Source: an optimization exercise on an open RTL-to-GDS flow (aim: small area, a short achievable clock period and few clock cycles per item). Production flows keep margins and buffers that such runs may drop. RTL that was checked went through simulation tests only; none was proved equivalent to the original. Only the layout flow was run in runs 6 to 8; the RTL was not checked for function there. No activity file was given, so power comes from the tool's default toggle rates.

==> flow/design.v <==
`timescale 1ns/1ps
module stage_buffer #(
	parameter int W = 38
)
(
	input logic clk,
	input logic reset,
	input logic in_valid,
	output logic in_ready,
	input logic [W-1:0] in_data,
	output logic out_valid,
	input logic out_ready,
	output logic [W-1:0] out_data
);
	logic full;
	logic [W-1:0] data;
	assign in_ready = !full || out_ready;
	always_ff @(posedge clk)
	begin
		if (reset)
			full <= 1'b0;
		else if (in_ready)
			full <= in_valid;
	end
	always_ff @(posedge clk)
	begin
		if (in_valid && in_ready)
			data <= in_data;
	end
	assign out_valid = full;
	assign out_data = data;
endmodule
`timescale 1ns/1ps
module terminal_check (
	input logic [1:0] op,
	input logic [16-1:0] f,
	input logic [16-1:0] g,
	output logic hit,
	output logic [1:0] rsel,  
	output logic swap,  
	output logic need_f,  
	output logic need_g,
	output logic shared  
);
	logic f_nz;
	logic g_nz;
	logic f_false;
	logic f_true;
	logic g_false;
	logic g_true;
	logic same;
	logic compl;
	logic exist;
	logic greater;
	logic f_z;
	logic g_z;
	logic op_and;
	logic op_or;
	logic op_xor;
	assign f_z = (f[16-1:1] == '0);
	assign g_z = (g[16-1:1] == '0);
	assign f_nz = !f_z;
	assign g_nz = !g_z;
	assign f_false = f_z && !f[0];
	assign f_true = f_z && f[0];
	assign g_false = g_z && !g[0];
	assign g_true = g_z && g[0];
	assign shared = (f[16-1:1] == g[16-1:1]);
	assign same = shared && (f[0] == g[0]);
	assign compl = shared && (f[0] != g[0]);
	assign op_and = (op == 2'd0);
	assign op_or = (op == 2'd1);
	assign op_xor = (op == 2'd2);
	assign exist = (op == 2'd3);
	assign hit = exist ? f_z :
		(shared || f_false || g_false || (!op_xor && (f_true || g_true)));
	assign rsel[1] =
		(op_and && !(f_false || g_false) && (f_true || g_true || same)) ||
		(op_or && !(f_true || g_true) && (f_false || g_false || same)) ||
		(op_xor && !shared && (f_false || g_false)) ||
		(exist && f_z);
	assign rsel[0] =
		(op_and && f_true && !g_false) ||
		(op_or && (f_true || g_true || f_false || compl)) ||
		(op_xor && !same && (compl || f_false));
	always_comb
	begin
		logic [16-1:0] gt;
		logic [16-1:0] eq;
		gt = f & ~g;
		eq = ~(f ^ g);
		for (int w = 1; w < 16; w = w * 2)
			for (int i = 0; i + w < 16; i = i + 2 * w)
			begin
				gt[i] = gt[i + w] || (eq[i + w] && gt[i]);
				eq[i] = eq[i + w] && eq[i];
			end
		greater = gt[0];
	end
	assign swap = !exist && greater;  
	assign need_f = exist || (f_nz && g_nz);
	assign need_g = !exist && !shared;
endmodule
`timescale 1ns/1ps
module var_fetch_ctrl #(
	parameter int PW = 2  
)
(
	input logic clk,
	input logic reset,
	input logic in_valid,
	output logic in_ready,
	input logic [3-1:0] in_id,
	input logic in_negate,
	input logic [1:0] in_op,
	input logic [16-1:0] in_f,  
	input logic [16-1:0] in_g,
	input logic in_hit,
	input logic [1:0] in_rsel,
	input logic in_swap,
	input logic in_need_f,
	input logic in_need_g,
	input logic in_shared,
	output logic mem_req_valid,
	input logic mem_req_ready,
	output logic [16-2:0] mem_req_node,
	input logic mem_resp_valid,
	input logic [8-1:0] mem_resp_var,
	output logic [8-1:0] qvar,
	input logic qbit,  
	output logic out_valid,
	input logic out_ready,
	output logic [3-1:0] out_id,
	output logic out_negate,
	output logic [1:0] out_op,
	output logic [16-1:0] out_f,
	output logic [16-1:0] out_g,
	output logic out_hit,
	output logic [16-1:0] out_result,
	output logic [8-1:0] out_top,
	output logic out_fetch_f,
	output logic out_fetch_g,
	output logic out_quantify
);
	localparam int N = 1 << PW;
	localparam int IW = 16;
	localparam int VW = 8;
	logic [N-1:0][3-1:0] e_id;
	logic [N-1:0] e_negate;
	logic [N-1:0][1:0] e_op;
	logic [N-1:0][IW-1:0] e_f;  
	logic [N-1:0][IW-1:0] e_g;
	logic [N-1:0] e_hit;
	logic [N-1:0][1:0] e_c;
	logic [N-1:0][VW-1:0] e_top;  
	logic [N-1:0] e_x;  
	logic [N-1:0] e_y;  
	logic [N-1:0] e_q;
	logic [N-1:0] e_pf;  
	logic [N-1:0] e_pg;
	logic [N-1:0] e_wf;  
	logic [N-1:0] e_wg;
	logic [PW:0] wp;  
	logic [PW:0] ip;  
	logic [PW:0] rp;  
	logic [PW:0] wp_next;
	logic [PW:0] rp_next;
	logic alloc;
	logic [PW-1:0] wi;
	logic [PW-1:0] ii;
	logic [PW-1:0] ri;
	logic g_valid;
	logic g_pf;
	logic g_pg;
	logic g_avail;
	logic g_load;
	logic rq_open;
	logic [IW-2:0] g_node;
	logic i_adv;
	logic in_pf;
	logic in_pg;
	logic [PW-1:0] ti;
	logic t_found;
	logic t_more;  
	logic second;  
	logic [VW-1:0] first_var;  
	logic le;
	logic ge;
	logic is_none;
	logic [VW-1:0] f_top;
	logic f_x;
	logic f_y;
	logic r_fonly;
	logic r_two;
	logic r_ff;
	logic r_fg;
	logic f_upd;
	logic rr_upd;  
	logic [PW-1:0] rr_ti;
	logic r_done;
	logic o_load;
	logic o_q;
	logic [PW:0] ip_next;
	logic head_done_next;
	assign wi = wp[PW-1:0];
	assign ii = ip[PW-1:0];
	assign ri = rp[PW-1:0];
	assign alloc = in_valid && in_ready;
	assign wp_next = wp + alloc;
	assign rp_next = rp + o_load;
	assign in_pf = !in_hit && in_need_f;
	assign in_pg = !in_hit && in_need_g;
	assign rq_open = !mem_req_valid || mem_req_ready;
	assign g_valid = (ip != wp);
	assign g_pf = e_pf[ii];
	assign g_pg = e_pg[ii];
	assign g_avail = g_valid && (g_pf || g_pg);
	assign g_load = g_avail && rq_open;
	assign g_node = (g_pf ^ e_c[ii][0]) ? e_f[ii][IW-1:1] : e_g[ii][IW-1:1];
	assign i_adv = g_valid && (!(g_pf || g_pg) || (g_load && !(g_pf && g_pg)));
	always_comb
	begin
		logic [PW-1:0] k;
		t_found = 1'b0;
		ti = ri;
		for (int j = 0; j < N; j++)
		begin
			k = ri + PW'(j);
			if (!t_found && (e_wf[k] || e_wg[k]))
			begin
				t_found = 1'b1;
				ti = k;
			end
		end
	end
	assign t_more = e_wf[ti] && (e_pg[ti] || e_wg[ti]);
	function automatic logic greater(input logic [VW-1:0] a, input logic [VW-1:0] b);
		logic [VW-1:0] gt;
		logic [VW-1:0] eq;
		gt = a & ~b;
		eq = ~(a ^ b);
		for (int w = 1; w < VW; w = w * 2)
			for (int i = 0; i + w < VW; i = i + 2 * w)
			begin
				gt[i] = gt[i + w] || (eq[i + w] && gt[i]);
				eq[i] = eq[i + w] && eq[i];
			end
		greater = gt[0];
	endfunction
	assign le = !greater(mem_resp_var, first_var);
	assign ge = !greater(first_var, mem_resp_var);
	assign is_none = (mem_resp_var == {8{1'b1}});
	always_comb
	begin
		f_top = (second && !le) ? first_var : mem_resp_var;
		f_upd = !second || le;
		f_x = second ? ge : is_none;
		f_y = second ? le : is_none;
	end
	assign qvar = mem_resp_var;
	assign r_fonly = (e_op[ri] == 2'd3);
	assign r_two = !r_fonly && e_c[ri][1];
	assign r_ff = r_fonly || e_x[ri];
	assign r_fg = r_two ? e_y[ri] : r_fonly ? (e_c[ri][0] || e_y[ri]) : 1'b1;
	assign r_done = (rp != ip) && !(e_wf[ri] || e_wg[ri]);
	assign o_load = r_done && (!out_valid || out_ready);
	assign o_q = (rr_upd && rr_ti == ri) ? qbit : e_q[ri];
	assign ip_next = i_adv ? ip + 1'b1 : ip;
	assign head_done_next = !o_load && !(out_valid && !out_ready) && (rp != ip_next) &&
		mem_resp_valid && ti == ri && !t_more;
	always_ff @(posedge clk)
	begin
		rr_ti <= ti;
		if (mem_resp_valid)
			first_var <= mem_resp_var;
		if (g_load)
			mem_req_node <= g_node;
		if (reset)
		begin
			rr_upd <= 1'b0;
			second <= 1'b0;
			wp <= '0;
			ip <= '0;
			rp <= '0;
			in_ready <= 1'b1;
			mem_req_valid <= 1'b0;
			out_valid <= 1'b0;
		end
		else
		begin
			rr_upd <= mem_resp_valid && f_upd;
			if (mem_resp_valid)
				second <= t_more;
			wp <= wp_next;
			rp <= rp_next;
			in_ready <= !((wp_next[PW] != rp_next[PW]) && (wp_next[PW-1:0] == rp_next[PW-1:0])) ||
				head_done_next;
			ip <= ip_next;
			if (rq_open)
				mem_req_valid <= g_avail;
			if (o_load)
				out_valid <= 1'b1;
			else if (out_ready)
				out_valid <= 1'b0;
		end
	end
	always_ff @(posedge clk)
	begin
		for (int i = 0; i < N; i++)
		begin
			if (in_ready && wi == i)
			begin
				e_id[i] <= in_id;
				e_negate[i] <= in_negate;
				e_op[i] <= in_op;
				e_f[i] <= in_f;
				e_g[i] <= in_g;
				e_hit[i] <= in_hit;
				e_c[i] <= in_hit ? in_rsel :
					{in_need_f, (in_op == 2'd3) ? in_shared : in_swap};
			end
		end
	end
	always_ff @(posedge clk)
	begin
		for (int i = 0; i < N; i++)
		begin
			if (reset)
			begin
				e_pf[i] <= 1'b0;
				e_pg[i] <= 1'b0;
				e_wf[i] <= 1'b0;
				e_wg[i] <= 1'b0;
			end
			else if (alloc && wi == i)
			begin
				e_pf[i] <= in_pf;
				e_pg[i] <= in_pg;
				e_wf[i] <= 1'b0;
				e_wg[i] <= 1'b0;
			end
			else
			begin
				if (g_load && ii == i)
				begin
					if (g_pf)
					begin
						e_pf[i] <= 1'b0;
						e_wf[i] <= 1'b1;
					end
					else
					begin
						e_pg[i] <= 1'b0;
						e_wg[i] <= 1'b1;
					end
				end
				if (mem_resp_valid && ti == i)
				begin
					if (e_wf[i])
						e_wf[i] <= 1'b0;
					else
						e_wg[i] <= 1'b0;
				end
			end
		end
	end
	always_ff @(posedge clk)
	begin
		for (int i = 0; i < N; i++)
		begin
			if (mem_resp_valid && ti == i)
			begin
				e_top[i] <= f_top;
				e_x[i] <= f_x;
				e_y[i] <= f_y;
			end
			if (rr_upd && rr_ti == i)
				e_q[i] <= qbit;
		end
	end
	always_ff @(posedge clk)
	begin
		if (o_load)
		begin
			out_id <= e_id[ri];
			out_negate <= e_negate[ri];
			out_op <= e_op[ri];
			out_hit <= e_hit[ri];
			if (e_c[ri][0] && !e_hit[ri] && !r_fonly)
			begin
				out_f <= e_g[ri];
				out_g <= e_f[ri];
			end
			else
			begin
				out_f <= e_f[ri];
				out_g <= e_g[ri];
			end
			case (e_hit[ri] ? e_c[ri] : 2'd0)
				2'd0: out_result <= {16{1'b0}};
				2'd1: out_result <= {{(16-1){1'b0}}, 1'b1};
				2'd2: out_result <= e_f[ri];
				default: out_result <= e_g[ri];
			endcase
			out_top <= e_hit[ri] ? {8{1'b1}} : e_top[ri];
			out_fetch_f <= !e_hit[ri] && r_ff;
			out_fetch_g <= !e_hit[ri] && r_fg;
			out_quantify <= !e_hit[ri] && o_q && (e_op[ri] != 2'd0);
		end
	end
endmodule
`timescale 1ns/1ps
module quantify_table (
	input logic clk,
	input logic reset,
	input logic cfg_write,
	input logic [8-1:0] cfg_address,
	input logic [32-1:0] cfg_wdata,
	input logic [8-1:0] qvar,
	output logic qbit  
);
	localparam int SEL_W = $clog2((256 / 32));
	logic [(256 / 32)-1:0][32-1:0] words;
	logic [(256 / 32)-1:0] qcol;
	logic [SEL_W-1:0] qsel;
	always_ff @(posedge clk)
	begin
		for (int i = 0; i < (256 / 32); i++)
		begin
			if (reset)
				words[i] <= '0;
			else if (cfg_write && cfg_address == i)
				words[i] <= cfg_wdata;
		end
	end
	always_ff @(posedge clk)
	begin
		for (int i = 0; i < (256 / 32); i++)
			qcol[i] <= words[i][qvar[4:0]];
		qsel <= qvar[8-1:5];
	end
	assign qbit = qcol[qsel];
endmodule
`timescale 1ns/1ps
module apply_front (
	input logic clk,
	input logic reset,
	input logic in_valid,
	output logic in_ready,
	input logic [3-1:0] in_id,
	input logic in_negate,
	input logic [1:0] in_op,
	input logic [16-1:0] in_f,
	input logic [16-1:0] in_g,
	output logic var_req_valid,
	input logic var_req_ready,
	output logic [16-2:0] var_req_node,
	input logic var_resp_valid,
	input logic [8-1:0] var_resp_var,
	input logic cfg_write,
	input logic [8-1:0] cfg_address,
	input logic [32-1:0] cfg_wdata,
	output logic out_valid,
	input logic out_ready,
	output logic [3-1:0] out_id,
	output logic out_negate,
	output logic [1:0] out_op,
	output logic [16-1:0] out_f,
	output logic [16-1:0] out_g,
	output logic out_hit,
	output logic [16-1:0] out_result,
	output logic [8-1:0] out_top,
	output logic out_fetch_f,
	output logic out_fetch_g,
	output logic out_quantify
);
	logic hit;
	logic [1:0] rsel;
	logic swap;
	logic need_f;
	logic need_g;
	logic shared;
	logic [8-1:0] qvar;
	logic qbit;
	terminal_check terminal_check_i (
		.op(in_op), .f(in_f), .g(in_g),
		.hit(hit), .rsel(rsel), .swap(swap),
		.need_f(need_f), .need_g(need_g), .shared(shared)
	);
	var_fetch_ctrl var_fetch_ctrl_i (
		.clk(clk), .reset(reset),
		.in_valid(in_valid), .in_ready(in_ready),
		.in_id(in_id), .in_negate(in_negate), .in_op(in_op), .in_f(in_f), .in_g(in_g),
		.in_hit(hit), .in_rsel(rsel), .in_swap(swap),
		.in_need_f(need_f), .in_need_g(need_g), .in_shared(shared),
		.mem_req_valid(var_req_valid), .mem_req_ready(var_req_ready),
		.mem_req_node(var_req_node), .mem_resp_valid(var_resp_valid),
		.mem_resp_var(var_resp_var),
		.qvar(qvar), .qbit(qbit),
		.out_valid(out_valid), .out_ready(out_ready),
		.out_id(out_id), .out_negate(out_negate), .out_op(out_op),
		.out_f(out_f), .out_g(out_g), .out_hit(out_hit), .out_result(out_result),
		.out_top(out_top), .out_fetch_f(out_fetch_f), .out_fetch_g(out_fetch_g),
		.out_quantify(out_quantify)
	);
	quantify_table quantify_table_i (
		.clk(clk), .reset(reset),
		.cfg_write(cfg_write), .cfg_address(cfg_address), .cfg_wdata(cfg_wdata),
		.qvar(qvar), .qbit(qbit)
	);
endmodule
==> flow/run.sh <==
#!/bin/bash
# synth_recipe.tcl (not shown) runs the flow's synth.tcl, then flattens the netlist and writes it again
# the make line also repeats each setting of config.mk as NAME=value (left out here)
make -C /OpenROAD-flow-scripts/flow DESIGN_CONFIG=/design/flow/config.mk WORK_HOME=/design/flow/orfs CLKGATE_MAP_FILE= SYNTH_SCRIPT=/design/flow/synth_recipe.tcl finish
==> flow/config.mk <==
export PLATFORM = sky130hd
export DESIGN_NAME = apply_front
export DESIGN_NICKNAME = apply_front
export VERILOG_FILES = /design/flow/design.v
export SDC_FILE = /design/flow/constraint.sdc
export NUM_CORES = 4
export LEC_CHECK = 0
export CAP_MARGIN = 20
export CORE_MARGIN = 2
export CORE_UTILIZATION = 40
export CTS_BUF_LIST = sky130_fd_sc_hd__clkbuf_8
export SETUP_SLACK_MARGIN = 3.3
export SLEW_MARGIN = 20
==> flow/constraint.sdc <==
create_clock -name core_clock -period 5.5 [get_ports {clk}]
set_input_delay 1.1000 -clock core_clock [delete_from_list [all_inputs] [get_ports {clk}]]
set_output_delay 1.1000 -clock core_clock [all_outputs]
set_load 0.01 [all_outputs]
==> impl_metrics.ini, run 1 <==
[timing]
final_hold_viol_count = 0
setup_slack_ps = 3050
max_slew_margin_pct = 43.0
final.setup_skew_ps = 43.3
tightest_slew_ps = 856
finalCritPeriodShare_pct = 44.5
clock.fmax_ghz = 0.408
setup_viol = 0
rsz0062_at_grt = true
fin_setup_tns_ps = 0
min_period_ps = 2450
drv_slew = 0

[finish]
fin_nets = 2501
syn_to_final_growth_pct = 25.8
fill_cells = 5567
layout_common_cells = nand2_1 (340), edfxtp_1 (297), dfxtp_1 (290)
drive_gt1_share_pct = 31.2
final_common_cell = nand2_1

[critical_path]
start_kind = input pin
slowest_stage = mux2_4
endpoint_kind = register
crit_buf_inv = 3
worstPathCellList = buf_6, inv_4, ha_4, and3b_1, o21a_1, o21ai_1, a21o_1, a221oi_4, buf_6, mux2_4
required_ps = 5910
slowest_delay_ps = 330
path_max_fanout = 5
path_common_cell = buf_6
cp.arrival_ps = 2860
crit_type = input pin to register
crit_family = compound AO/OA/AOI/OAI gates

[drt]
vias_per_cell = 5.41
num_vias = 17906
ant_nets = 0
avgRoutedWirePerCell_um = 22.3
dr.pass1.iters = 6
wl_mm = 73.8
drc = 0
drtIter0Drc = 1477

[clock_tree]
clockBufferDepth = 3
path_clk_slew_ps = 60
cts-root-buf = clkbuf_8
clock-sinks = 596
clk_latency_ps = 720
htreeDepth = 3
cts_tree = done
cts_buffers = 101
hold_buffers = 0

[power]
finalPower_w = 0.0147
power_density_nw_per_um2 = 445
ir_drop_mv = 0.254
power_leakage_nw = 11.8

[floorplan]
die_area_um2 = 67700
coreArea_um2 = 64700
initial_core_util_pct = 40.6
dieHeight_um = 260
io_pins = 177
core.rowCount = 93
die_x_um = 260

[global_route]
grt_overflow = 0
grt_max_degree = 162
gr-usage-all-layers_pct = 21.4
antenna_found_initial = 2
grt_pass1_wl_mm = 110
grt_pass1_vias = 18219

[logic_synthesis]
muxShareOfSynthArea_pct = 21.8
synth_compound_area_share_pct = 5.15
syn_nets = 2227
synth_edf_count = 297
synth_area_um2 = 26200
ys.warnings.count = 3
synth_seq_cells = 596
ys_types = 75
synth_ff_type = dfxtp_1
yosysSeqAreaShare_pct = 56.8
syn_inst = 2096
synth_top_family_by_area = multiplexers
synth.avg_cell_area_um2 = 12.5
synth_fa_ha_area_share_pct = 1.85
async_flop_share_pct = 0
synth-simple-area-share_pct = 10.4
synth_xor_area_share_pct = 0.596

[placed_design]
port_buffers = 176
gp_congestion = 0.805
place_ws_ps = 1460
dp_hpwl_mm = 42.3

[outcome]
status = finished clean

[flow_run]
drv_cap = 0

[worst_hold_path]
hold_path.class = register to register
[layout make-up]
type | instances | area (µm²) | area share, %
flip-flops and latches | 596 | 14900 | 45.2
multi-input cells | 1295 | 11400 | 34.5
repair buffers | 326 | 3290 | 9.98
clock buffers | 123 | 1690 | 5.13
well taps | 855 | 1070 | 3.24
clock inverters | 64 | 375 | 1.14
inverters | 50 | 254 | 0.769
diodes | 2 | 5.00 | 0.0152
[worst register-to-register path: cells and delay by family (launching register included)]
kind,cells,cell delay (ps)
mux,2,1110
xor+xnor,1,200
simple gates,2,120
buf+inv,3,390
flops,1,390
[flip-flops by register name, summed over array words and instances, names as in the netlist, 8 cells and up]
name,count
quantify_table_i.words,256
var_fetch_ctrl_i.e_f,64
var_fetch_ctrl_i.out_f,16
quantify_table_i.qcol,8
var_fetch_ctrl_i.e_top,32
var_fetch_ctrl_i.first_var,8
var_fetch_ctrl_i.out_g,16
var_fetch_ctrl_i.out_result,16
var_fetch_ctrl_i.out_top,8
var_fetch_ctrl_i.e_op,8
var_fetch_ctrl_i.e_c,8
var_fetch_ctrl_i.mem_req_node,15
var_fetch_ctrl_i.e_g,64
var_fetch_ctrl_i.e_id,12
[metrics by stage]
| stage | area, µm² | hold WS [ps] | instances | utilization, % |
|---|---|---|---|---|
| global route | 33000 | 474 | 3311 | 51.0 |
| finish | 33000 | 454 | 3311 | 51.0 |
| floorplan | 27100 | 433 | 2096 | - |
| detailed placement | 29100 | 445 | 2993 | 45.0 |
| CTS | 32400 | 453 | 3274 | 50.1 |
| global placement | 29100 | 438 | 2992 | 44.9 |
[where the power goes]
part / switching, W / internal [W] / total [W]
sequential: 0.000211 / 0.00550 / 0.00572
combinational: 0.00251 / 0.00247 / 0.00498
clock: 0.00183 / 0.00217 / 0.00400
[final timing paths]
kind | from | to | slack, ps | depth (start not counted)
max | var_resp_var[1] | var_fetch_ctrl_i.e_top[0] | 3050 | 10
min | quantify_table_i.words[190] | quantify_table_i.words[190] | 450 | 2
max reg2reg | var_fetch_ctrl_i.ip[0] | var_fetch_ctrl_i.mem_req_node[8] | 3080 | 8
min reg2reg | quantify_table_i.words[190] | quantify_table_i.words[190] | 450 | 2
[synthesized netlist by cell type (3+ instances only)]
master	count	area [µm²]
ha_1	38	475
a21oi_1	149	746
nor3_1	16	80.1
nand2_1	353	1330
and3b_1	4	35.0
mux4_1	4	105
nand3b_1	5	37.5
xnor2_1	7	61.3
mux4_2	163	3670
nor2b_1	8	50.1
a211oi_1	3	22.5
o21bai_1	3	22.5
clkinv_1	3	11.3
mux2_2	6	67.6
edfxtp_1	297	8920
or2_2	14	87.6
a21o_1	8	60.1
buf_4	6	45.0
and2_1	5	31.3
nor2_1	183	687
nand2b_1	5	31.3
mux2_1	30	338
o21a_1	7	52.6
and3_1	7	43.8
mux2i_1	153	1530
nand4_1	6	37.5
o211ai_1	3	22.5
o21ai_0	20	100
buf_1	3	11.3
nor4_1	9	56.3
dfxtp_1	299	5990
nor3b_1	8	60.1
clkbuf_1	114	428
xor2_1	9	78.8
a31oi_1	3	18.8
buf_2	33	165
inv_1	46	173
buf_6	3	33.8
nand3_1	14	70.1
[layer usage]
layer  wire [µm]  up-vias  share of wire (%)  global-route usage, %
met5           0        -                  0                      0
met4        1560        0                2.1                   6.24
met3        4060      120                5.5                   3.64
met2       38100      579                 52                   37.7
met1       30000     9009                 41                   26.9
li1            -     8198                  -                      -
[logic make-up after synthesis]
| logic type | count (synthesis) |
|---|---|
| AO/OA/AOI/OAI | 229 |
| XOR/XNOR | 17 |
| adder cells (fa/ha/maj) | 39 |
| buffers and inverters | 210 |
| flip-flops | 596 |
| multiplexers | 356 |
| AND/OR/NAND/NOR | 649 |
[what timing repair did]
action	in CTS	in global routing
buffers inserted	75	26
resized for setup	647	136
cloned	19	9
endpoints found under the setup margin	623	565
pin swaps	29	44
Testbench counts, summed over its fixed seeds: cycles 9,328, items 4,000.
==> run 2: changes to the inputs <==
--- a/flow/config.mk
+++ b/flow/config.mk
@@ -9,5 +9,5 @@
 export CORE_MARGIN = 2
 export CORE_UTILIZATION = 40
 export CTS_BUF_LIST = sky130_fd_sc_hd__clkbuf_8
-export SETUP_SLACK_MARGIN = 3.3
+export SETUP_SLACK_MARGIN = 3.15
 export SLEW_MARGIN = 20
==> impl_metrics.ini, run 2 <==
[outcome]
status = finished clean

[logic_synthesis]
yosysSeqAreaShare_pct = 56.8
synth.avg_cell_area_um2 = 12.5
synth_xor_area_share_pct = 0.596
synth.top_cell.area_share_pct = 34.0
synthTopCellsByCount = nand2_1 (353), dfxtp_1 (299), edfxtp_1 (297)
syn_inst = 2096
syn_nets = 2227
synth_top_family_by_area = multiplexers
synth_edf_count = 297
synth_ff_type = dfxtp_1
synth-simple-area-share_pct = 10.4
ys.warnings.count = 3
synth_seq_cells = 596
synth_fa_ha_area_share_pct = 1.85
synth_compound_area_share_pct = 5.15
synth_area_leaders = edfxtp_1 (34%), dfxtp_1 (23%), mux4_2 (14%), mux2i_1 (5.8%), nand2_1 (5.0%)
yosys.area.top_type = edfxtp_1
synth_area_um2 = 26200
muxShareOfSynthArea_pct = 21.8
ys_types = 75
synth.most_common_cell = nand2_1
async_flop_share_pct = 0

[floorplan]
die_area_um2 = 67700
die_x_um = 260
coreArea_um2 = 64700
initial_core_util_pct = 40.6
dieHeight_um = 260
core.rowCount = 93
io_pins = 177

[finish]
final_cell_area_um2 = 31900
drive_gt1_share_pct = 27.1
syn_to_final_growth_pct = 21.4
layout_common_cells = nand2_1 (346), edfxtp_1 (297), dfxtp_1 (289)
largest_register_ffs = 256
final_cells = 3256
top_regs = quantify_table_i.words x256, var_fetch_ctrl_i.e_f x64, var_fetch_ctrl_i.e_g x64
top_register = quantify_table_i.words
fin_nets = 2442
final_common_cell = nand2_1

[critical_path]
startpoint = var_fetch_ctrl_i.mem_req_node[6]
cp.arrival_ps = 1340
endpoint_kind = output port
worstPathCellList = buf_2
path_max_fanout = 1
crit_family = flip-flops
start_kind = register
crit_buf_inv = 1
r2r_start = var_fetch_ctrl_i.ip[0]
slowest_stage = edfxtp_1
slowest_delay_ps = 460
required_ps = 4400
crit_type = register to output port

[timing]
setup_viol = 0
final_hold_viol_count = 0
min_period_ps = 2440
finalCritPeriodShare_pct = 44.4
fin_setup_tns_ps = 0
setup_slack_ps = 3060
final.setup_skew_ps = 42.6
rsz0062_at_grt = true
max_slew_margin_pct = 35.2
drv_slew = 0
hold_ws_ps = 450
tightest_slew_ps = 970
clock.fmax_ghz = 0.410

[placed_design]
place_ws_ps = 1460
gp_congestion = 0.826
place_inst = 2998
dp_hpwl_mm = 43.8
port_buffers = 176
dpl-instance-area_um2 = 29100

[power]
power_leakage_nw = 11.2
ir_drop_mv = 0.256
power_density_nw_per_um2 = 436

[drt]
dr.pass1.iters = 5
avgRoutedWirePerCell_um = 21.4
num_vias = 17497
dr_wl_met3_mm = 3.57
drtIter0Drc = 1280
vias_per_cell = 5.37
ant_nets = 0
top_layer_used = met5
wl_mm = 69.8
dr_wl_met2_mm = 34.7
drc = 0
drt-met1-wl_mm = 29.6

[global_route]
grt_overflow = 0
grt_max_degree = 168
grt_pass1_vias = 17634
gr-usage-all-layers_pct = 20.6
antenna_found_initial = 3
grt_pass1_wl_mm = 106

[clock_tree]
cts_tree = done
clock-sinks = 596
cts-root-buf = clkbuf_8
cts_buffers = 102
clockBufferDepth = 3
htreeDepth = 3
hold_buffers = 0
path_clk_slew_ps = 60
clk_latency_ps = 720

[flow_run]
drv_cap = 0

[worst_hold_path]
hold_start = quantify_table_i.words[168]
hold_path.class = register to register
==> run 2: per-layer routing <==
layer	up-vias	global-route usage, %
li1	8084	-
met1	8756	26.5
met2	533	35.0
met3	122	3.54
met4	2	7.27
met5	-	0
==> run 2: path summary, 6_finish.rpt <==
check	end	slack (ps)	depth (start not counted)
worst max-delay path	var_req_node[6]	3060	1
worst min-delay path	quantify_table_i.words[168]	450	2
worst max register to register	var_fetch_ctrl_i.mem_req_node[1]	3070	7
worst min register to register	quantify_table_i.words[168]	450	2
==> run 2: area by class of cell <==
| cell class | count | area [µm²] |
|---|---|---|
| Fill cell | 5699 | 32800 |
| Sequential cell | 596 | 14900 |
| Multi-Input combinational cell | 1291 | 11000 |
| Timing Repair Buffer | 270 | 2430 |
| Clock buffer | 117 | 1610 |
| Tap cell | 855 | 1070 |
| Clock inverter | 74 | 543 |
| Inverter | 50 | 250 |
| Antenna cell | 3 | 7.51 |
==> run 2: stage by stage <==
| step | total power (W) | utilization (%) |
|---|---|---|
| final | 0.0139 | 49.2 |
| after global routing | 0.0146 | 49.2 |
| after CTS | 0.0139 | 48.8 |
| after detailed placement | 0.00956 | 44.9 |
| after global placement | 0.00951 | 44.9 |
| after floorplan | 0.00818 | - |
==> run 2: kinds of logic after synthesis <==
group	count (synthesis)
mux	356
simple gates	649
compound gates	229
fa+ha+maj	39
xor+xnor	17
buf+inv	210
flops	596
==> run 2: what timing repair did <==
| action | in CTS | in global routing |
|---|---|---|
| pin swaps | 12 | 15 |
| setup buffers | 40 | 12 |
| resized for setup | 469 | 105 |
| endpoints found under the setup margin | 646 | 375 |
| cloned | 9 | 1 |
==> run 2: power by group <==
group / switching (W) / total (W) / internal, W
registers: 0.000224 / 0.00573 / 0.00551
clock network: 0.00183 / 0.00416 / 0.00233
logic: 0.00217 / 0.00402 / 0.00186
==> run 3: changes to the inputs <==
--- a/flow/config.mk
+++ b/flow/config.mk
@@ -7,7 +7,7 @@
 export LEC_CHECK = 0
 export CAP_MARGIN = 20
 export CORE_MARGIN = 2
-export CORE_UTILIZATION = 40
+export CORE_UTILIZATION = 60
 export CTS_BUF_LIST = sky130_fd_sc_hd__clkbuf_8
 export SETUP_SLACK_MARGIN = 3.15
 export SLEW_MARGIN = 20
==> impl_metrics.ini, run 3 <==
[outcome]
status = finished clean

[critical_path]
crit_type = input pin to register
slowest_stage = a221oi_4
cp.arrival_ps = 2850
start_kind = input pin
required_ps = 5920
slowest_delay_ps = 360
path_max_fanout = 5
worstPathCellList = clkdlybuf4s15_1, inv_1, ha_1, o21ai_1, a221oi_4, buf_6, mux2_4
endpoint_kind = register

[clock_tree]
clk_latency_ps = 680
htreeDepth = 3
cts-root-buf = clkbuf_8
clockBufferDepth = 3
hold_buffers = 0
cts_tree = done
path_clk_slew_ps = 60
cts_buffers = 96
clock-sinks = 596

[finish]
final_common_cell = nand2_1
top_register = quantify_table_i.words
syn_to_final_growth_pct = 20.1
drive_gt1_share_pct = 27.5
top_regs = quantify_table_i.words x256, var_fetch_ctrl_i.e_f x64, var_fetch_ctrl_i.e_g x64
fin_nets = 2448
largest_register_ffs = 256
layout_common_cells = nand2_1 (346), edfxtp_1 (297), dfxtp_1 (291)

[global_route]
grt_pass1_vias = 17580
grt_max_degree = 156
gr-usage-all-layers_pct = 29.6
grt_overflow = 0
grt_pass1_wl_mm = 101
antenna_found_initial = 1

[drt]
dr.pass1.iters = 5
drc = 0
drt-met1-wl_mm = 26.8
wl_mm = 66.5
top_layer_used = met4
avgRoutedWirePerCell_um = 22.3
dr_wl_met2_mm = 33.8
drtIter0Drc = 1365
dr_wl_met3_mm = 3.66
num_vias = 17587
vias_per_cell = 5.90
ant_nets = 0

[power]
p_seq_share_pct = 41.9
netSwitchingPower_w = 0.00417
p_clk_share_pct = 27.6
power_density_nw_per_um2 = 434
ir_drop_mv = 0.426
p_sw_share_pct = 30.5
internal-power_w = 0.00950
finalPower_w = 0.0137
power_leakage_nw = 11.2
power_frac_comb_pct = 30.5

[floorplan]
core.rowCount = 76
io_pins = 177
dieHeight_um = 213
coreArea_um2 = 43200
die_x_um = 213
initial_core_util_pct = 60.8
die_area_um2 = 45400

[logic_synthesis]
syn_nets = 2227
synth_area_um2 = 26200
synth_seq_cells = 596
synth_ff_type = dfxtp_1
ys_types = 75
synth.top_cell.area_share_pct = 34.0
synth.avg_cell_area_um2 = 12.5
yosys.area.top_type = edfxtp_1
synth_edf_count = 297
synth_area_leaders = edfxtp_1 (34%), dfxtp_1 (23%), mux4_2 (14%), mux2i_1 (5.8%), nand2_1 (5.0%)
synth.most_common_cell = nand2_1
ys.warnings.count = 3
yosysSeqAreaShare_pct = 56.8
async_flop_share_pct = 0
synthTopCellsByCount = nand2_1 (353), dfxtp_1 (299), edfxtp_1 (297)
syn_inst = 2096

[timing]
final_hold_viol_count = 0
tightest_slew_ps = 1110
drv_slew = 0
final.setup_skew_ps = 22.9
min_period_ps = 2430
rsz0062_at_grt = true
hold_ws_ps = 451
clock.fmax_ghz = 0.411
max_slew_margin_pct = 25.7
finalCritPeriodShare_pct = 44.2
setup_viol = 0
fin_setup_tns_ps = 0

[placed_design]
gp_congestion = 0.831
port_buffers = 176
dp_hpwl_mm = 40.8

[flow_run]
drv_cap = 0

[worst_hold_path]
hold_path.class = register to register
## run 3: path summary, 6_finish.rpt
check,start,endpoint,slack (ps),cells past startpoint
worst max-delay path,var_resp_var[6],var_fetch_ctrl_i.e_top[24],3070,7
worst min-delay path,quantify_table_i.words[182],quantify_table_i.words[182],450,2
worst max register to register,var_fetch_ctrl_i.ip[0],var_fetch_ctrl_i.mem_req_node[9],3070,8
worst min register to register,quantify_table_i.words[182],quantify_table_i.words[182],450,2
## run 3: critical path: cells and delay by family
family | cells | cell delay [ps]
adders and majority gates | 1 | 320
AOI/OAI and AO/OA | 2 | 490
muxes | 1 | 320
buffers and inverters | 3 | 630
## run 3: cell families after synthesis
| family | share of synthesized area (%) |
|---|---|
| AND/OR/NAND/NOR | 10.4 |
| AO/OA/AOI/OAI | 5.15 |
| flip-flops | 56.8 |
| multiplexers | 21.8 |
| buffers and inverters | 3.39 |
| XOR/XNOR | 0.596 |
| adder cells (fa/ha/maj) | 1.85 |
## run 3: layout make-up
type / count / area, µm²
sequential: 596 / 14900
fill: 3008 / 11700
timing repair buffer: 283 / 2570
clock buffer: 115 / 1580
inverter: 50 / 256
tap: 585 / 732
antenna: 1 / 2.50
clock inverter: 59 / 338
multi-input combinational: 1290 / 11100
## run 3: repair_timing
item | in CTS | in global routing
gates cloned | 7 | 1
resized for setup | 523 | 117
setup buffers | 52 | 18
pin swaps | 19 | 33
endpoints found under the setup margin | 615 | 416
## run 3: metal layers
| layer | global-route usage [%] | vias to the layer above |
|---|---|---|
| li1 | - | 8084 |
| met1 | 38.4 | 8759 |
| met2 | 50.7 | 605 |
| met3 | 4.47 | 139 |
| met4 | 11.1 | 0 |
| met5 | 0 | - |
## run 3: through the flow
stage	std cells	setup slack, ps	cell area (µm²)	utilization [%]
floorplan	2096	2150	27000	-
global placement	2725	1500	28700	66.5
detailed placement	2726	1360	28700	66.6
CTS	2959	3060	31200	72.2
global route	2979	3020	31500	73.0
finish	2979	3070	31500	73.0
## run 3: power groups by stage
stage	clock network, W	logic [W]	registers, W
floorplan	0	0.00226	0.00592
finish	0.00378	0.00417	0.00572
detailed placement	0	0.00364	0.00590
global route	0.00403	0.00447	0.00577
global placement	0	0.00359	0.00588
CTS	0.00384	0.00400	0.00573
==> run 4: changes to the inputs <==
--- a/flow/config.mk
+++ b/flow/config.mk
@@ -7,7 +7,9 @@
 export LEC_CHECK = 0
 export CAP_MARGIN = 20
 export CORE_MARGIN = 2
-export CORE_UTILIZATION = 60
+export CORE_UTILIZATION = 40
 export CTS_BUF_LIST = sky130_fd_sc_hd__clkbuf_8
+export CTS_CLUSTER_DIAMETER = 60
+export CTS_CLUSTER_SIZE = 16
 export SETUP_SLACK_MARGIN = 3.15
 export SLEW_MARGIN = 20
==> impl_metrics.ini, run 4 <==
[floorplan]
core.rowCount = 93
io_pins = 177
die_area_um2 = 67700
dieHeight_um = 260
coreArea_um2 = 64700
die_x_um = 260
initial_core_util_pct = 40.6

[drt]
drc = 0
wl_mm = 70.3
vias_per_cell = 5.45
top_layer_used = met4
ant_nets = 0
avgRoutedWirePerCell_um = 22.2
dr_wl_met2_mm = 35.1
num_vias = 17286
drtIter0Drc = 1303
drt-met1-wl_mm = 29.6
dr_wl_met3_mm = 3.49
dr.pass1.iters = 6

[timing]
fin_setup_tns_ps = 0
min_period_ps = 2480
max_slew_margin_pct = 34.7
finalCritPeriodShare_pct = 45.0
drv_slew = 0
rsz0062_at_grt = true
tightest_slew_ps = 979
setup_viol = 0
clock.fmax_ghz = 0.404
final_hold_viol_count = 0
final.setup_skew_ps = 43.2

[global_route]
grt_pass1_vias = 17167
grt_max_degree = 168
grt_pass1_wl_mm = 105
antenna_found_initial = 2
grt_overflow = 0
gr-usage-all-layers_pct = 20.4

[critical_path]
path_max_fanout = 8
r2r_start = var_fetch_ctrl_i.ip[0]
reg2regPathDepth = 7
rr_endpoint = var_fetch_ctrl_i.mem_req_node[13]
reg2reg_setup_slack_ps = 3020
crit_type = register to register
start_kind = register
endpoint_kind = register
cp.arrival_ps = 2900
required_ps = 5930
startpoint = var_fetch_ctrl_i.ip[0]

[logic_synthesis]
yosys.area.top_type = edfxtp_1
synth.most_common_cell = nand2_1
synth_area_leaders = edfxtp_1 (34%), dfxtp_1 (23%), mux4_2 (14%), mux2i_1 (5.8%), nand2_1 (5.0%)
ys_types = 75
syn_inst = 2096
synth_ff_type = dfxtp_1
synth.top_cell.area_share_pct = 34.0
synthTopCellsByCount = nand2_1 (353), dfxtp_1 (299), edfxtp_1 (297)
synth_area_um2 = 26200
async_flop_share_pct = 0
synth_edf_count = 297
syn_nets = 2227
synth_seq_cells = 596
yosysSeqAreaShare_pct = 56.8
ys.warnings.count = 3
synth.avg_cell_area_um2 = 12.5

[finish]
fin_nets = 2410
drive_gt1_share_pct = 26.6
final_common_cell = nand2_1
top_register = quantify_table_i.words
syn_to_final_growth_pct = 18.1
final_cells = 3170
layout_common_cells = nand2_1 (348), edfxtp_1 (297), dfxtp_1 (290)
largest_register_ffs = 256
top_regs = quantify_table_i.words x256, var_fetch_ctrl_i.e_f x64, var_fetch_ctrl_i.e_g x64

[power]
power_density_nw_per_um2 = 408
ir_drop_mv = 0.227
power_leakage_nw = 10.8

[flow_run]
drv_cap = 0

[placed_design]
port_buffers = 176
gp_congestion = 0.826
place_inst = 2998
dp_hpwl_mm = 43.8

[worst_hold_path]
hold_path.class = register to register
hold_end = quantify_table_i.words[168]
hold_start = quantify_table_i.words[168]
whs_path_depth = 2

[clock_tree]
htreeDepth = 2
hold_buffers = 0
path_clk_slew_ps = 100
clockBufferDepth = 3
clk_latency_ps = 670
clock-sinks = 596
cts_buffers = 48
cts_tree = done
cts-root-buf = clkbuf_8

[outcome]
status = finished clean
==> run 4: cell types whose count changed in the layout (fill, tap and decap cells not counted), sizes merged, moves of 4 or more <==
cell and delta:
inv -19, dlymetal6s2s -4, clkbuf -58, clkdlybuf4s15 -6
clkinvlp +5, clkinv -10, dlygate4sd2 +6
==> run 4: worst max-delay path by stage <==
stage          slack, ps                                end  cells past startpoint
6_report            3020  var_fetch_ctrl_i.mem_req_node[13]                      7
5_1_grt             2950  var_fetch_ctrl_i.mem_req_node[12]                      8
3_3_place_gp        1530         quantify_table_i.words[76]                      8
4_1_cts             3030  var_fetch_ctrl_i.mem_req_node[13]                      7
2_1_floorplan       2150          var_fetch_ctrl_i.in_ready                      7
3_5_place_dp        1460         quantify_table_i.words[85]                      8
==> run 4: repair_timing <==
| item | 4_1_cts | 5_1_grt |
|---|---|---|
| setup buffers | 53 | 18 |
| hold endpoints to repair | 0 | 0 |
| resized for setup | 513 | 123 |
| pin swaps | 16 | 18 |
| cloned | 10 | 4 |
| setup endpoints to repair | 647 | 394 |
==> run 4: final cells by class <==
cell class                      count  area [µm²]
Sequential cell                   596       14900
Tap cell                          855        1070
Multi-Input combinational cell   1291       11100
Fill cell                        5765       33700
Timing Repair Buffer              291        2680
Clock inverter                     32         213
Antenna cell                        2        5.00
Timing Repair inverter              1        7.51
Clock buffer                       52         716
Inverter                           50         253
==> run 4: power breakdown <==
group	leakage (nW)	internal, W	switching [W]
logic	5.06	0.00218	0.00230
clock network	0.511	0.000947	0.00152
registers	5.20	0.00549	0.000204
total	10.8	0.00862	0.00403
==> run 4: cells by family (layout without fill, tap and decap cells) <==
logic type,count (synthesis),after routing,share of synthesized area [%]
other,0,2,0
AO/OA/AOI/OAI,229,229,5.15
buffers and inverters,210,426,3.39
XOR/XNOR,17,17,0.596
multiplexers,356,356,21.8
adder cells (fa/ha/maj),39,39,1.85
AND/OR/NAND/NOR,649,650,10.4
flip-flops,596,596,56.8
==> run 4: routing by layer <==
layer,vias up,track usage [%]
met3,119,2.84
met1,8730,26.9
met4,0,5.83
met2,480,35.0
li1,7957,-
met5,-,0
==> run 4: metrics by stage <==
stage	area (µm²)	total power [W]	worst slack (ps)	hold WS, ps	util, %
2_1_floorplan	27000	0.00818	2150	433	-
3_3_place_gp	29100	0.00951	1530	439	44.9
3_5_place_dp	29100	0.00956	1460	446	44.9
4_1_cts	30700	0.0124	3030	460	47.4
5_1_grt	31000	0.0133	2950	473	47.9
6_report	31000	0.0126	3020	458	47.9
==> run 4: critical path, stage by stage (launching register included) <==
cell and delay, ps:
dfxtp_4 420, mux4_2 570, xnor2_4 250, buf_4 160
buf_12 140, mux4_1 550, nand2_1 80, nand2_1 60
==> run 5: changes to the inputs <==
--- a/flow/design.v
+++ b/flow/design.v
@@ -266,7 +266,7 @@
 	assign o_load = r_done && (!out_valid || out_ready);
 	assign o_q = (rr_upd && rr_ti == ri) ? qbit : e_q[ri];
 	assign ip_next = i_adv ? ip + 1'b1 : ip;
-	assign head_done_next = !o_load && !(out_valid && !out_ready) && (rp != ip_next) &&
+	assign head_done_next = !o_load && !(out_valid && !out_ready) &&
 		mem_resp_valid && ti == ri && !t_more;
 	always_ff @(posedge clk)
 	begin
==> impl_metrics.ini, run 5 <==
[outcome]
status = finished clean

[clock_tree]
htreeDepth = 2
cts_tree = done
path_clk_slew_ps = 100
clockBufferDepth = 3
hold_buffers = 0
clock-sinks = 596
cts-root-buf = clkbuf_8
clk_latency_ps = 670
cts_buffers = 48

[finish]
final_common_cell = nand2_1
fin_nets = 2412
layout_common_cells = nand2_1 (415), edfxtp_1 (297), dfxtp_1 (285)
drive_gt1_share_pct = 27.8
largest_register_ffs = 256
syn_to_final_growth_pct = 18.1
top_regs = quantify_table_i.words x256, var_fetch_ctrl_i.e_f x64, var_fetch_ctrl_i.e_g x64
top_register = quantify_table_i.words
fill_cells = 5723

[power]
ir_drop_mv = 0.366
power_leakage_nw = 10.5
power_density_nw_per_um2 = 388
finalPower_w = 0.0120

[logic_synthesis]
syn_inst = 2115
ys.warnings.count = 3
synth_ff_type = dfxtp_1
syn_nets = 2246
synthTopCellsByCount = nand2_1 (417), dfxtp_1 (299), edfxtp_1 (297)
yosys.area.top_type = edfxtp_1
synth.avg_cell_area_um2 = 12.4
yosysSeqAreaShare_pct = 57.0
synth.top_cell.area_share_pct = 34.1
synth_seq_cells = 596
ys_types = 72
synth_area_leaders = edfxtp_1 (34%), dfxtp_1 (23%), mux4_2 (14%), nand2_1 (6.0%), mux2i_1 (4.3%)
synth.most_common_cell = nand2_1
synth_area_um2 = 26200
synth_edf_count = 297
async_flop_share_pct = 0

[worst_hold_path]
hold_path.class = register to register
hold_start = quantify_table_i.words[27]
whs_path_depth = 2

[placed_design]
port_buffers = 176
gp_congestion = 0.799
dp_hpwl_mm = 41.9

[global_route]
grt_pass1_wl_mm = 103
grt_pass1_vias = 17064
grt_busiest_layer = met2
antenna_found_initial = 2
grt_use_met3_pct = 2.66
gr-usage-all-layers_pct = 19.8
met2_usage_pct = 34.0
grt.met1_usage_pct = 26.0
grt_overflow = 0
grt_max_degree = 146

[drt]
drtIter0Drc = 1463
drc = 0
ant_nets = 0
avgRoutedWirePerCell_um = 21.8
dr.pass1.iters = 7
num_vias = 17364
wl_mm = 69.2
vias_per_cell = 5.48

[critical_path]
reg2regPathDepth = 10
slowest_delay_ps = 460
endpoint_kind = output port
rr_endpoint = var_fetch_ctrl_i.in_ready
startpoint = var_fetch_ctrl_i.mem_req_node[4]
start_kind = register
r2r_start = var_fetch_ctrl_i.rp[1]
required_ps = 4400
reg2reg_setup_slack_ps = 3260
crit_type = register to output port
crit_buf_inv = 1
cp_num_cells = 1
path_max_fanout = 1
slowest_stage = edfxtp_1
crit_family = flip-flops
cp.arrival_ps = 1290
worstPathCellList = buf_2
critPathCapture = var_req_node[4]

[timing]
max_slew_margin_pct = 32.9
fin_setup_tns_ps = 0
clock.fmax_ghz = 0.418
min_period_ps = 2390
finalCritPeriodShare_pct = 43.5
final.setup_skew_ps = 33.6
rsz0062_at_grt = true
setup_viol = 0
final_hold_viol_count = 0
tightest_slew_ps = 1010
drv_slew = 0

[floorplan]
core.rowCount = 93
initial_core_util_pct = 40.5
die_x_um = 260
io_pins = 177
dieHeight_um = 260
die_area_um2 = 67400
coreArea_um2 = 64600

[flow_run]
drv_cap = 0
## run 5: kinds of logic after synthesis
family / after synthesis / share of synthesized area [%]
buffers and inverters: 208 / 3.42
xor gates and xnor gates: 16 / 0.536
DFF: 596 / 57.0
AOI/OAI and AO/OA: 281 / 6.37
muxes: 314 / 20.2
adders and majority gates: 39 / 1.86
and+or+nand+nor: 661 / 10.6
## run 5: worst min-delay path by stage
stage | to | slack, ps
floorplan | quantify_table_i.words[10] | 430
global placement | quantify_table_i.words[16] | 440
detailed placement | quantify_table_i.words[134] | 450
CTS | quantify_table_i.words[128] | 460
global route | quantify_table_i.words[27] | 480
finish | quantify_table_i.words[27] | 460
## run 5: metal layers
metal,up-vias,routed length (µm)
li1,8003,-
met1,8730,29200
met2,518,34200
met3,113,3700
met4,0,2020
met5,-,0
## run 5: power by group
part           leakage (nW)  switching, W  internal, W  total [W]
logic                  4.79       0.00211      0.00169    0.00381
clock network         0.514       0.00153     0.000962    0.00250
registers              5.22      0.000197      0.00549    0.00569
total                  10.5       0.00384      0.00815     0.0120
## run 5: what timing repair did
action / CTS / global route
cloned: 5 / 5
setup buffers: 35 / 26
setup endpoints to repair: 610 / 347
pin swaps: 22 / 22
gates resized for setup: 617 / 98
## run 5: final cells by class
type                       count  area [µm²]  area share (%)
inverter                      45         231           0.749
clock inverter                27         194           0.628
clock buffer                  53         729            2.36
timing repair buffer         274        2480            8.02
tap                          855        1070            3.46
multi-input combinational   1315       11200            36.3
antenna                        2        5.00          0.0162
timing repair inverter         1        7.51          0.0243
sequential                   596       14900            48.4
## run 5: per-stage QoR
step,instance area (µm²),instances,setup WS (ps),util (%),hold slack (ps)
after detailed placement,28900,3015,1580,44.8,447
after floorplan,26800,2115,2080,-,433
after global placement,28900,3014,1640,44.8,438
final,30900,3168,3110,47.8,458
after global routing,30900,3167,3060,47.8,478
after CTS,30300,3135,3050,46.9,461
Testbench counts of run 5, summed over its fixed seeds: cycles 9,328, items 4,000.
==> run 6: changes to the inputs <==
--- a/flow/design.v
+++ b/flow/design.v
@@ -421,16 +421,18 @@
 );
 	localparam int SEL_W = $clog2((256 / 32));
 	logic [(256 / 32)-1:0][32-1:0] words;
+	logic [32-1:0] wdata;
+	logic wr_any;
 	logic [(256 / 32)-1:0] qcol;
 	logic [SEL_W-1:0] qsel;
+	assign wdata = reset ? '0 : cfg_wdata;
+	assign wr_any = cfg_write && (cfg_address[8-1:SEL_W] == '0);
 	always_ff @(posedge clk)
 	begin
 		for (int i = 0; i < (256 / 32); i++)
 		begin
-			if (reset)
-				words[i] <= '0;
-			else if (cfg_write && cfg_address == i)
-				words[i] <= cfg_wdata;
+			if (reset || (wr_any && cfg_address[SEL_W-1:0] == i))
+				words[i] <= wdata;
 		end
 	end
 	always_ff @(posedge clk)
==> impl_metrics.ini, run 6 <==
[drt]
ant_nets = 0
drtIter0Drc = 1156
wl_mm = 60.3
avgRoutedWirePerCell_um = 24.2
num_vias = 13534
dr.pass1.iters = 4
drc = 0
vias_per_cell = 5.42

[outcome]
status = finished clean

[power]
p_sw_share_pct = 30.9
power_leakage_nw = 10.3
p_seq_share_pct = 48.3
power_density_nw_per_um2 = 431
ir_drop_mv = 0.433
internal-power_w = 0.00891
power_frac_comb_pct = 33.3
netSwitchingPower_w = 0.00399
p_clk_share_pct = 18.4

[finish]
layout_common_cells = edfxtp_1 (553), mux4_2 (167), buf_2 (99)
top_register = quantify_table_i.words
multi_input_area_um2 = 7910
fill_cells = 5137
fin_nets = 1757
ff_latch_area_um2 = 17500
syn_to_final_growth_pct = 19.5
final_common_cell = edfxtp_1
drive_gt1_share_pct = 37.2
largest_register_ffs = 256
top_regs = quantify_table_i.words x256, var_fetch_ctrl_i.e_f x64, var_fetch_ctrl_i.e_g x64
final_cell_area_um2 = 29900

[critical_path]
start_kind = register
cp.arrival_ps = 2940
slowest_stage = mux4_2
worstPathCellList = buf_12, mux4_2, xnor2_4, buf_12, buf_12, buf_12, mux4_2, nand2_1, nand2_1
slowest_delay_ps = 550
startpoint = var_fetch_ctrl_i.ip[0]
endpoint_kind = register
required_ps = 5940
path_common_cell = buf_12
path_max_fanout = 8
r2r_start = var_fetch_ctrl_i.ip[0]
crit_type = register to register

[placed_design]
dp_hpwl_mm = 36.7
gp_congestion = 0.835
dpl-instance-area_um2 = 28200
port_buffers = 176

[logic_synthesis]
syn_nets = 1502
synthTopCellsByCount = edfxtp_1 (553), mux4_2 (167), nand2_1 (93)
ys_types = 67
syn_inst = 1371
synth.most_common_cell = edfxtp_1
synth.avg_cell_area_um2 = 18.3
ys.warnings.count = 3
yosysSeqAreaShare_pct = 69.7
synth_edf_count = 553
synth_ff_type = edfxtp_1
async_flop_share_pct = 0
synth_area_um2 = 25000
synth_seq_cells = 596
synth_area_leaders = edfxtp_1 (66%), mux4_2 (15%), dfxtp_1 (3.4%), ha_1 (1.9%), mux2_2 (1.5%)
yosys.area.top_type = edfxtp_1
synth.top_cell.area_share_pct = 66.3

[clock_tree]
clk_latency_ps = 690
clockBufferDepth = 3
clock-sinks = 596
cts_buffers = 48
cts-root-buf = clkbuf_8
cts_tree = done
htreeDepth = 2
path_clk_slew_ps = 100

[floorplan]
initial_core_util_pct = 40.5
coreArea_um2 = 61800
io_pins = 177
die_area_um2 = 64600
die_x_um = 254
dieHeight_um = 254
core.rowCount = 91

[timing]
drv_slew = 0
tightest_slew_ps = 944
hold_ws_ps = 481
max_slew_margin_pct = 37.0
min_period_ps = 2500
final.setup_skew_ps = 60.7
clock.fmax_ghz = 0.400
finalCritPeriodShare_pct = 45.4
final_hold_viol_count = 0
setup_viol = 0
fin_setup_tns_ps = 0
rsz0062_at_grt = true

[global_route]
grt_pass1_wl_mm = 88.2
grt_overflow = 0
antenna_found_initial = 2
gr-usage-all-layers_pct = 18.5
grt_pass1_vias = 13545
grt_max_degree = 67

[worst_hold_path]
hold_path.class = register to register
hold_start = var_fetch_ctrl_i.e_pf[3]

[flow_run]
drv_cap = 0
run 6: cell count changes after synthesis, moves of 89 or more:
cell and change:
nand2_1 -324, dfxtp_1 -256, edfxtp_1 +256, a21oi_1 -158, mux2i_1 -89, nor2_1 -89
run 6: cells by family (layout without fill, tap and decap cells):
group | count (synthesis) | count (layout) | synth area share [%]
simple gates | 283 | 286 | 5.64
compound gates | 98 | 101 | 2.59
fa+ha+maj | 39 | 39 | 1.94
xor+xnor | 16 | 16 | 0.560
mux | 225 | 225 | 17.5
buf+inv | 114 | 393 | 2.02
flops | 596 | 596 | 69.7
other cells | 0 | 2 | 0
run 6: power groups by stage:
stage	Combinational (W)	Clock (W)	Sequential, W
global route	0.00463	0.00261	0.00630
floorplan	0.00243	0	0.00643
CTS	0.00423	0.00246	0.00626
finish	0.00429	0.00238	0.00623
global placement	0.00387	0	0.00643
detailed placement	0.00390	0	0.00646
run 6: stage by stage:
step	total power [W]	utilization [%]	instances	worst slack [ps]
detailed placement	0.0104	45.7	2344	1380
global route	0.0135	48.4	2495	2920
CTS	0.0130	47.9	2471	3030
global placement	0.0103	45.7	2344	1410
floorplan	0.00886	-	1371	2140
finish	0.0129	48.4	2495	3000
run 6: critical path: cells and delay by family (launching register included):
family,cells,cell delay (ps)
flops,1,400
mux,2,1040
simple gates,2,160
xor+xnor,1,170
buf+inv,4,480
run 6: final timing paths:
path | endpoint | slack, ps | depth (start not counted)
worst max-delay path | var_fetch_ctrl_i.mem_req_node[9] | 3000 | 9
worst max register to register | var_fetch_ctrl_i.mem_req_node[9] | 3000 | 9
worst min register to register | var_fetch_ctrl_i.e_pf[3] | 480 | 2
worst min-delay path | var_fetch_ctrl_i.e_pf[3] | 480 | 2
run 6: area by class of cell:
type / count / share of cell area, %
Clock inverter: 30 / 0.631
Multi-Input combinational cell: 667 / 26.4
Antenna cell: 2 / 0.0167
Timing Repair Buffer: 261 / 7.83
Inverter: 52 / 0.869
Clock buffer: 50 / 2.30
Sequential cell: 596 / 58.4
Tap cell: 837 / 3.50
run 6: what timing repair did:
item	CTS	global route
endpoints found under the hold margin	0	0
setup endpoints to repair	602	470
buffers inserted	39	18
hold buffers	0	0
pin swaps	27	22
gates resized for setup	548	101
gates cloned	8	4
run 6: per-layer routing:
layer  up-vias  track usage, %  part of all wire (%)
li1       6001               -                     -
met1      7134            25.8                    44
met2       338            31.3                    50
met3        61            2.48                   4.5
met4         0            3.78                   1.5
met5         -               0                     0
==> run 7: changes to the inputs <==
--- a/flow/design.v
+++ b/flow/design.v
@@ -266,7 +266,7 @@
 	assign o_load = r_done && (!out_valid || out_ready);
 	assign o_q = (rr_upd && rr_ti == ri) ? qbit : e_q[ri];
 	assign ip_next = i_adv ? ip + 1'b1 : ip;
-	assign head_done_next = !o_load && !(out_valid && !out_ready) &&
+	assign head_done_next = !o_load && !(out_valid && !out_ready) && (rp != ip_next) &&
 		mem_resp_valid && ti == ri && !t_more;
 	always_ff @(posedge clk)
 	begin
==> impl_metrics.ini, run 7 <==
[finish]
fin_nets = 1807
final_common_cell = edfxtp_1
syn_to_final_growth_pct = 19.2
drive_gt1_share_pct = 35.4
layout_common_cells = edfxtp_1 (553), mux4_2 (169), buf_2 (93)
final_cells = 2558
top_register = quantify_table_i.words
top_regs = quantify_table_i.words x256, var_fetch_ctrl_i.e_f x64, var_fetch_ctrl_i.e_g x64
largest_register_ffs = 256

[placed_design]
place_ws_ps = 1680
dp_hpwl_mm = 38.2
gp_congestion = 0.834
place_inst = 2411
port_buffers = 176

[critical_path]
path_max_fanout = 5
endpoint_kind = register
worstPathCellList = clkdlybuf4s50_1, nor2b_2, maj3_2, or3b_4, a21oi_2, o21ai_1, a2111o_1
start_kind = input pin
required_ps = 6030
slowest_delay_ps = 550
crit_type = input pin to register
cp.arrival_ps = 3100
slowest_stage = clkdlybuf4s50_1

[floorplan]
initial_core_util_pct = 40.4
io_pins = 177
dieHeight_um = 256
die_area_um2 = 65500
core.rowCount = 92
coreArea_um2 = 62900
die_x_um = 256

[drt]
vias_per_cell = 5.50
drc = 0
avgRoutedWirePerCell_um = 23.4
num_vias = 14072
wl_mm = 59.8
dr.pass1.iters = 6
drtIter0Drc = 1113
ant_nets = 0

[timing]
rsz0062_at_grt = true
max_slew_margin_pct = 43.2
drv_slew = 0
final_hold_viol_count = 0
fin_setup_tns_ps = 0
finalCritPeriodShare_pct = 46.7
tightest_slew_ps = 850
setup_slack_ps = 2930
min_period_ps = 2570
setup_viol = 0
final.setup_skew_ps = 55.2
clock.fmax_ghz = 0.389

[global_route]
grt.met1_usage_pct = 25.4
gr-usage-all-layers_pct = 18.2
grt_busiest_layer = met2
grt_pass1_vias = 14303
grt_overflow = 0
antenna_found_initial = 3
grt_pass1_wl_mm = 90.4
met2_usage_pct = 30.2
grt_max_degree = 40
grt_use_met3_pct = 2.81

[clock_tree]
clk_latency_ps = 680
clockBufferDepth = 3
path_clk_slew_ps = 100
clock-sinks = 596
cts_tree = done
cts-root-buf = clkbuf_8
cts_buffers = 47
htreeDepth = 2

[flow_run]
drv_cap = 0

[logic_synthesis]
synth.top_cell.area_share_pct = 65.4
yosysSeqAreaShare_pct = 68.8
synth.avg_cell_area_um2 = 17.8
synth_ff_type = edfxtp_1
synth_area_leaders = edfxtp_1 (65%), mux4_2 (15%), dfxtp_1 (3.4%), ha_1 (1.9%), mux2_2 (1.5%)
synth_area_um2 = 25400
syn_nets = 1560
async_flop_share_pct = 0
ys_types = 67
syn_inst = 1429
synth.most_common_cell = edfxtp_1
synthTopCellsByCount = edfxtp_1 (553), mux4_2 (168), nand2_1 (98)
synth_seq_cells = 596
ys.warnings.count = 3
yosys.area.top_type = edfxtp_1
synth_edf_count = 553

[power]
power_density_nw_per_um2 = 431
finalPower_w = 0.0130
power_leakage_nw = 10.4
ir_drop_mv = 0.289

[worst_hold_path]
hold_path.class = register to register

[outcome]
status = finished clean
[run 7: changes by cell type after synthesis, sizes merged, moves of 6 or more]
cell     change
o2111ai      +7
a21o         +6
mux2i        -8
buf          -6
nand3       +16
o21ai       +12
clkbuf      +13
[run 7: final timing paths]
kind                             from                         to  slack, ps  depth (start not counted)
max                     var_req_ready  var_fetch_ctrl_i.in_ready       2930                          7
min          var_fetch_ctrl_i.e_pf[0]   var_fetch_ctrl_i.e_pf[0]        470                          2
max reg2reg    var_fetch_ctrl_i.ip[0]  var_fetch_ctrl_i.in_ready       2950                          6
min reg2reg  var_fetch_ctrl_i.e_pf[0]   var_fetch_ctrl_i.e_pf[0]        470                          2
[run 7: layer usage]
layer / vias up / wire length, µm
met5: - / 0
met4: 0 / 1240
met3: 72 / 2820
met2: 426 / 29800
met1: 7337 / 26000
li1: 6237 / -
[run 7: timing repair]
action | 4_1_cts | 5_1_grt
pin swaps | 30 | 32
hold buffers | 0 | 0
buffers inserted | 31 | 25
endpoints found under the hold margin | 0 | 0
setup endpoints to repair | 644 | 474
resized for setup | 570 | 129
gates cloned | 5 | 1
[run 7: area by class of cell]
class	instances	area [µm²]
clock inverter	34	273
inverter	49	248
tap	846	1060
antenna	2	5.00
fill	5347	32600
timing repair buffer	263	2320
sequential	596	17500
clock buffer	49	674
multi-input combinational	719	8200
[run 7: power breakdown]
part           switching (W)  internal, W
logic                0.00231      0.00201
clock network        0.00148      0.00100
registers           0.000259      0.00599
total                0.00405      0.00899
[run 7: stage by stage]
step           utilization, %  hold WS, ps  area, µm²
2_1_floorplan               -          438      25800
3_3_place_gp             45.3          460      28500
3_5_place_dp             45.3          460      28500
4_1_cts                  47.2          474      29700
5_1_grt                  48.2          489      30300
6_report                 48.2          475      30300
[run 7: kinds of logic after synthesis]
group	count (synthesis)	share of synthesized area (%)
buf+inv	117	1.84
xor+xnor	18	0.621
simple gates	300	5.87
compound gates	141	3.82
fa+ha+maj	39	1.92
mux	218	17.1
flops	596	68.8
[run 7: critical path, delay by kind of cell]
kind | cells | cell delay [ps]
simple gates | 2 | 520
compound gates | 3 | 590
fa+ha+maj | 1 | 350
buf+inv | 1 | 550
==> run 8: changes to the inputs <==
--- a/flow/config.mk
+++ b/flow/config.mk
@@ -10,6 +10,6 @@
 export CORE_UTILIZATION = 40
 export CTS_BUF_LIST = sky130_fd_sc_hd__clkbuf_8
 export CTS_CLUSTER_DIAMETER = 60
-export CTS_CLUSTER_SIZE = 16
+export CTS_CLUSTER_SIZE = 12
 export SETUP_SLACK_MARGIN = 3.15
 export SLEW_MARGIN = 20
==> impl_metrics.ini, run 8 <==
[power]
power_leakage_nw = 10.6
finalPower_w = 0.0132
power_frac_comb_pct = 32.9
p_sw_share_pct = 31.4
internal-power_w = 0.00902
power_density_nw_per_um2 = 433
netSwitchingPower_w = 0.00413
ir_drop_mv = 0.307
p_seq_share_pct = 47.5
p_clk_share_pct = 19.6

[critical_path]
reg2reg_setup_slack_ps = 2990
cp.arrival_ps = 3110
required_ps = 6070
start_kind = input pin
crit_type = input pin to register
endpoint_kind = register
path_max_fanout = 5

[placed_design]
place_inst = 2411
gp_congestion = 0.834
dp_hpwl_mm = 38.2
port_buffers = 176

[drt]
drc = 0
num_vias = 14197
ant_nets = 0
vias_per_cell = 5.49
avgRoutedWirePerCell_um = 23.6
dr.pass1.iters = 5
wl_mm = 60.9
drtIter0Drc = 1148

[timing]
finalCritPeriodShare_pct = 46.1
rsz0062_at_grt = true
hold_ws_ps = 471
clock.fmax_ghz = 0.394
min_period_ps = 2540
fin_setup_tns_ps = 0
final.setup_skew_ps = 48.9
setup_viol = 0
final_hold_viol_count = 0
tightest_slew_ps = 1090
max_slew_margin_pct = 26.9
drv_slew = 0

[finish]
final_common_cell = edfxtp_1
top_regs = quantify_table_i.words x256, var_fetch_ctrl_i.e_f x64, var_fetch_ctrl_i.e_g x64
layout_common_cells = edfxtp_1 (553), mux4_2 (169), buf_2 (89)
largest_register_ffs = 256
fin_nets = 1818
final_cells = 2585
syn_to_final_growth_pct = 19.8
fin_util_pct = 48.4
fill_cells = 5408
drive_gt1_share_pct = 34.8
top_register = quantify_table_i.words

[logic_synthesis]
synth.avg_cell_area_um2 = 17.8
synth_ff_type = edfxtp_1
yosys.area.top_type = edfxtp_1
async_flop_share_pct = 0
synthTopCellsByCount = edfxtp_1 (553), mux4_2 (168), nand2_1 (98)
ys_types = 67
syn_nets = 1560
synth_area_um2 = 25400
yosysSeqAreaShare_pct = 68.8
synth.top_cell.area_share_pct = 65.4
synth_edf_count = 553
synth_seq_cells = 596
synth.most_common_cell = edfxtp_1
synth_area_leaders = edfxtp_1 (65%), mux4_2 (15%), dfxtp_1 (3.4%), ha_1 (1.9%), mux2_2 (1.5%)
ys.warnings.count = 3
syn_inst = 1429

[floorplan]
io_pins = 177
die_area_um2 = 65500
initial_core_util_pct = 40.4
die_x_um = 256
core.rowCount = 92
dieHeight_um = 256
coreArea_um2 = 62900

[global_route]
grt_pass1_vias = 14363
grt_overflow = 0
grt_pass1_wl_mm = 90.9
gr-usage-all-layers_pct = 18.3
grt_max_degree = 40
antenna_found_initial = 2

[clock_tree]
cts_tree = done
cts_buffers = 58
clock-sinks = 596
path_clk_slew_ps = 90
cts-root-buf = clkbuf_8
clockBufferDepth = 3
htreeDepth = 2
clk_latency_ps = 710

[flow_run]
drv_cap = 0

[outcome]
status = finished clean

[worst_hold_path]
hold_path.class = register to register
run 8: cell counts after synthesis:
Identical to the previous run, type by type.
run 8: cell families (layout without fill, tap and decap cells):
| logic type | count (synthesis) | after routing | share of synthesized area (%) |
|---|---|---|---|
| buf+inv | 117 | 420 | 1.84 |
| mux | 218 | 218 | 17.1 |
| simple gates | 300 | 303 | 5.87 |
| fa+ha+maj | 39 | 39 | 1.92 |
| flops | 596 | 596 | 68.8 |
| compound gates | 141 | 143 | 3.82 |
| other cells | 0 | 2 | 0 |
| xor+xnor | 18 | 18 | 0.621 |
run 8: path summary, 6_finish.rpt:
path	start	cells past startpoint	endpoint
worst max-delay path	var_req_ready	7	var_fetch_ctrl_i.in_ready
worst min-delay path	var_fetch_ctrl_i.e_pf[0]	2	var_fetch_ctrl_i.e_pf[0]
worst max register to register	var_fetch_ctrl_i.ip[0]	6	var_fetch_ctrl_i.in_ready
worst min register to register	var_fetch_ctrl_i.e_pf[0]	2	var_fetch_ctrl_i.e_pf[0]
run 8: area by class of cell:
type                    count  area, µm²  share of cell area [%]
flip-flops and latches    596      17500                    57.5
multi-input cells         721       8180                    26.9
repair buffers            261       2360                    7.77
well taps                 846       1060                    3.48
clock buffers              58        798                    2.63
clock inverters            52        259                   0.852
inverters                  49        248                   0.815
diodes                      2       5.00                  0.0165
run 8: worst max-delay path, cell delays in order:
cell and delay [ps]:
clkdlybuf4s50_1 530, nor2b_1 130, maj3_2 350, or3b_4 400
a21oi_2 130, o21ai_1 90, a2111o_1 370
run 8: stage by stage:
stage,area [µm²],worst slack (ps)
after global routing,30400,2920
after CTS,29800,2990
after global placement,28500,1760
final,30400,2960
after detailed placement,28500,1680
after floorplan,25800,2040
run 8: layer usage:
layer	wire length, µm	global-route usage, %
met2	30700	30.5
met4	979	4.29
met5	0	0
met1	26100	25.5
met3	3040	2.80
run 8: power groups by stage:
| stage | registers (W) | logic, W | clock network [W] |
|---|---|---|---|
| final | 0.00625 | 0.00433 | 0.00257 |
| after global routing | 0.00632 | 0.00469 | 0.00282 |
| after CTS | 0.00627 | 0.00423 | 0.00265 |
| after detailed placement | 0.00646 | 0.00401 | 0 |
| after global placement | 0.00643 | 0.00397 | 0 |
| after floorplan | 0.00643 | 0.00247 | 0 |
run 8: repair_timing:
| action | CTS | global route |
|---|---|---|
| gates cloned | 4 | 6 |
| setup buffers | 29 | 23 |
| pin swaps | 31 | 27 |
| gates resized for setup | 538 | 156 |
| hold buffers | 0 | 0 |
| endpoints found under the setup margin | 642 | 438 |

-- port drivers added, routing unchanged --
No port has a modelled driver above. Below, the same layouts with a new extraction and two added sets of constraints.
Step 1 assumes that a clkbuf_16 drives the clock port and a buf_2 every other input.
Step 2, shift: input delay + t, output delay - t, t = (earliest + latest rising clock arrival at the registers) / 2. This alone moves slack from input paths to output paths.
Slacks: no drivers / after step 1 / after step 2; pairs: no drivers / after step 1.
| run | t, ns | setup WS [ns] |
|---|---|---|
| run 1 | 0.750 | 3.050 / 3.025 / 2.311 |
| run 2 | 0.760 | 3.060 / 2.999 / 2.302 |
| run 3 | 0.720 | 3.069 / 3.037 / 2.343 |
| run 4 | 0.707 | 3.025 / 3.005 / 2.353 |
| run 5 | 0.717 | 3.105 / 3.043 / 2.386 |
| run 6 | 0.714 | 3.002 / 3.002 / 2.405 |
| run 7 | 0.716 | 2.929 / 2.947 / 2.249 |
| run 8 | 0.749 | 2.963 / 2.987 / 2.246 |
After both steps setup and hold are still met in every run listed.
